From an optimization exercise on the open Yosys and OpenROAD flow, aimed at small area, a short achievable clock period and few clock cycles per item; shortcuts taken in it are not production practice. Where RTL was checked, it was by simulation tests only, not by an equivalence proof against the original. Power figures rest on the tool's default switching activity, not on a simulated workload.

run A:
==> flow/design.v (excerpt) <==
module mac_stream_seq (
  input  logic        clk,
  input  logic        rst,
  input  logic        in_valid,
  output logic        in_ready,
  input  logic [15:0] in_data,
  input  logic [15:0] in_weight,
  input  logic [15:0] bias,
  output logic        out_valid,
  input  logic        out_ready,
  output logic [15:0] out_res
);
Size: ~980 cells after synthesis, about 160 flip-flops, about 70 I/O pins.
==> module mac_stream_seq, before the edit <==
module mac_stream_seq (
  input  logic        clk,
  input  logic        rst,
  input  logic        in_valid,
  output logic        in_ready,
  input  logic [15:0] in_data,
  input  logic [15:0] in_weight,
  input  logic [15:0] bias,
  output logic        out_valid,
  input  logic        out_ready,
  output logic [15:0] out_res
);
  localparam int LEN   = 48;
  localparam int ACC_W = 22;
  logic [5:0]         cnt_q;
  logic               rdy_q;
  logic               nrdy_o_q, nov_o_q;   
  logic               arm_q;             
  logic               owe_q;             
  logic               f0_q, l0_q;
  logic [15:0]        a0_q, b_q;
  logic [7:0]         one0_q, two0_q, neg0_q;
  logic               f1_q, l1_q;
  logic [15:0]        s1_q, c1_q;
  logic               cl1_q;
  logic [15:0]        s_d, c_d;
  logic               cl_d;
  logic               f2_q, l2_q;
  logic [15:0]        p2_q;
  logic [ACC_W-1:0]   acc_q;
  logic               l3_q;
  logic               ov_q;
  logic [15:0]        res_q;
  logic        accept, first_in, last_in, inc, owe_d, last_d;
  logic [15:0] prod;
  logic [15:0] sat_res;
  logic [16:0] wx;
  logic [7:0]  one_d, two_d, neg_d;
  assign first_in = (cnt_q == 6'd0);
  assign last_in  = (cnt_q == 6'(LEN - 1));
  assign accept   = in_valid && rdy_q;
  assign inc      = accept && last_in;
  assign owe_d    = inc || (owe_q && !(ov_q && out_ready));
  assign last_d   = accept ? (cnt_q == 6'(LEN - 2)) : last_in;
  assign wx = {in_weight, 1'b0};
  always_comb begin
    for (int i = 0; i < 8; i++) begin
      one_d[i] = wx[2*i+1] ^ wx[2*i];
      two_d[i] = (wx[2*i+2] & ~wx[2*i+1] & ~wx[2*i]) | (~wx[2*i+2] & wx[2*i+1] & wx[2*i]);
      neg_d[i] = wx[2*i+2];
    end
  end
  mult u_mult (
    .a_i    (a0_q),
    .one_i  (one0_q),
    .two_i  (two0_q),
    .neg_i  (neg0_q),
    .s_o    (s_d),
    .c_o    (c_d),
    .c_lo_o (cl_d)
  );
  logic [15:0] prod_co;
  logic [ACC_W-1:0] acc_in, acc_s, acc_co;
  bk_add #(.W(16)) u_prod (.a(s1_q), .b(c1_q), .ci(cl1_q), .s(prod), .co(prod_co));
  assign acc_in = f2_q ? {{(ACC_W-16){b_q[15]}}, b_q} : acc_q;
  bk_add #(.W(ACC_W)) u_acc (.a(acc_in), .b({{(ACC_W-16){p2_q[15]}}, p2_q}), .ci(1'b0), .s(acc_s), .co(acc_co));
  always_comb begin
    if (acc_q[ACC_W-1:15] != {(ACC_W-15){acc_q[ACC_W-1]}})
      sat_res = acc_q[ACC_W-1] ? 16'h8000 : 16'h7FFF;
    else
      sat_res = acc_q[15:0];
  end
  always_ff @(posedge clk) begin
    a0_q   <= accept ? in_data : 16'd0;    
    one0_q <= one_d;
    two0_q <= two_d;
    neg0_q <= neg_d;
    if (arm_q) b_q <= bias;
    s1_q   <= s_d;
    c1_q   <= c_d;
    cl1_q  <= cl_d;
    p2_q   <= prod;
    acc_q  <= acc_s;
    if (l3_q) res_q <= sat_res;
  end
  always_ff @(posedge clk) begin
    if (rst) begin
      cnt_q <= '0;
      rdy_q <= 1'b1;
      nrdy_o_q <= 1'b0;
      nov_o_q  <= 1'b1;
      arm_q <= 1'b1;
      owe_q <= 1'b0;
      f0_q  <= 1'b0;
      l0_q  <= 1'b0;
      f1_q  <= 1'b0;
      l1_q  <= 1'b0;
      f2_q  <= 1'b0;
      l2_q  <= 1'b0;
      l3_q  <= 1'b0;
      ov_q  <= 1'b0;
    end else begin
      if (accept) cnt_q <= last_in ? 6'd0 : cnt_q + 6'd1;
      owe_q <= owe_d;
      rdy_q <= !(owe_d && last_d);
      nrdy_o_q <= owe_d && last_d;
      arm_q <= accept ? last_in : first_in;
      f0_q  <= accept && first_in;
      l0_q  <= inc;
      f1_q  <= f0_q;
      l1_q  <= l0_q;
      f2_q  <= f1_q;
      l2_q  <= l1_q;
      l3_q  <= l2_q;
      ov_q  <= l3_q || (ov_q && !out_ready);
      nov_o_q  <= !(l3_q || (ov_q && !out_ready));
    end
  end
  assign in_ready  = !nrdy_o_q;
  assign out_valid = !nov_o_q;
  assign out_res   = res_q;
endmodule
export LEC_CHECK = 0
export CAP_MARGIN = 20
export CORE_MARGIN = 2
export CORE_UTILIZATION = 40
export CTS_BUF_LIST = sky130_fd_sc_hd__clkbuf_4 sky130_fd_sc_hd__clkbuf_8
export CTS_CLUSTER_DIAMETER = 25
export SLEW_MARGIN = 20
create_clock -name core_clock -period 10.0 [get_ports {clk}]
standard.sh (not shown) runs the stock make flow with config.mk's settings and CLKGATE_MAP_FILE= SYNTH_SCRIPT=/design/flow/synth_recipe.tcl, a recipe that flattens the netlist after the stock synthesis.
==> flow/flow/run.sh <==
#!/bin/bash
# Standard synthesis, then the standard layout with: port buffers of a fixed small cell type,
# and repair_timing aiming below the clock period (a larger setup slack margin).
set -euo pipefail
bash standard.sh synth > synth.log 2>&1
bash standard.sh SETUP_SLACK_MARGIN=6.8 'BUFFER_PORTS_ARGS=-buffer_cell sky130_fd_sc_hd__buf_1' finish > layout.log 2>&1
Run A: no failed stages, no open violations at the end
Testbench counts of run A, summed over its fixed seeds: cycles 15,400, items 320.
Changes in run C relative to run A:
--- a/flow/design.v
+++ b/flow/design.v
@@ -383,9 +383,8 @@
   localparam int LEN   = 48;
   localparam int ACC_W = 22;
   logic [5:0]         cnt_q;
   logic               rdy_q;
-  logic               nrdy_o_q, nov_o_q;   
   logic               arm_q;             
   logic               owe_q;             
   logic               f0_q, l0_q;
   logic [15:0]        a0_q, b_q;
@@ -456,10 +455,8 @@
   always_ff @(posedge clk) begin
     if (rst) begin
       cnt_q <= '0;
       rdy_q <= 1'b1;
-      nrdy_o_q <= 1'b0;
-      nov_o_q  <= 1'b1;
       arm_q <= 1'b1;
       owe_q <= 1'b0;
       f0_q  <= 1'b0;
       l0_q  <= 1'b0;
@@ -472,9 +469,8 @@
     end else begin
       if (accept) cnt_q <= last_in ? 6'd0 : cnt_q + 6'd1;
       owe_q <= owe_d;
       rdy_q <= !(owe_d && last_d);
-      nrdy_o_q <= owe_d && last_d;
       arm_q <= accept ? last_in : first_in;
       f0_q  <= accept && first_in;
       l0_q  <= inc;
       f1_q  <= f0_q;
@@ -482,11 +478,10 @@
       f2_q  <= f1_q;
       l2_q  <= l1_q;
       l3_q  <= l2_q;
       ov_q  <= l3_q || (ov_q && !out_ready);
-      nov_o_q  <= !(l3_q || (ov_q && !out_ready));
     end
   end
-  assign in_ready  = !nrdy_o_q;
-  assign out_valid = !nov_o_q;
+  assign in_ready  = rdy_q;
+  assign out_valid = ov_q;
   assign out_res   = res_q;
 endmodule
Findings:
Measured against each other, run A and run C differ in met1 layer usage reported by global route, the lower figure coming from run A. Re logic depth of the worst setup path including buffers: run C is 1 up on run A. | total chip power | run C vs run A | better |. On post-synthesis instance area, the lower figure sits with run C, not run A. When run C is set beside run A, its internal portion of total power turns out to be 2.0% smaller. The run with more routed wire is run C, not run A. From run A to run C the numbers moved as follows: routability congestion estimate from global placement lower, reg2reg setup slack roughly the same, fmax lower. Compare run A and run C | via count of the first global-routing pass higher: run C.
Only the layout flow was run in run C; the RTL was not checked for function there.

==> re-timing with driven ports <==
Ports are ideal in the flow. The routed layouts listed here were re-timed in OpenROAD. Step 1: set_driving_cell puts a clkbuf_16 on clk and a buf_2 on each other input, an assumption about the parent block. Step 2, shift: input delay + t, output delay - t, t = (earliest + latest rising clock arrival at the registers) / 2. This alone moves slack from input paths to output paths. a / b / c = ideal / step 1 / step 2; a / b = the first two.
| run | t, ns | slack for setup (ns) | latest minus earliest clock arrival (ns) |
|---|---|---|---|
| run A | 0.494 | 6.916 / 6.916 / 6.653 | 0.022 / 0.022 |
| run C | 0.504 | 6.906 / 6.880 / 6.569 | 0.028 / 0.028 |
After both steps every run listed still meets setup and hold. The setup slack of run C, which loses most, moves by -0.026 ns with the drivers and by -0.337 ns with both steps.
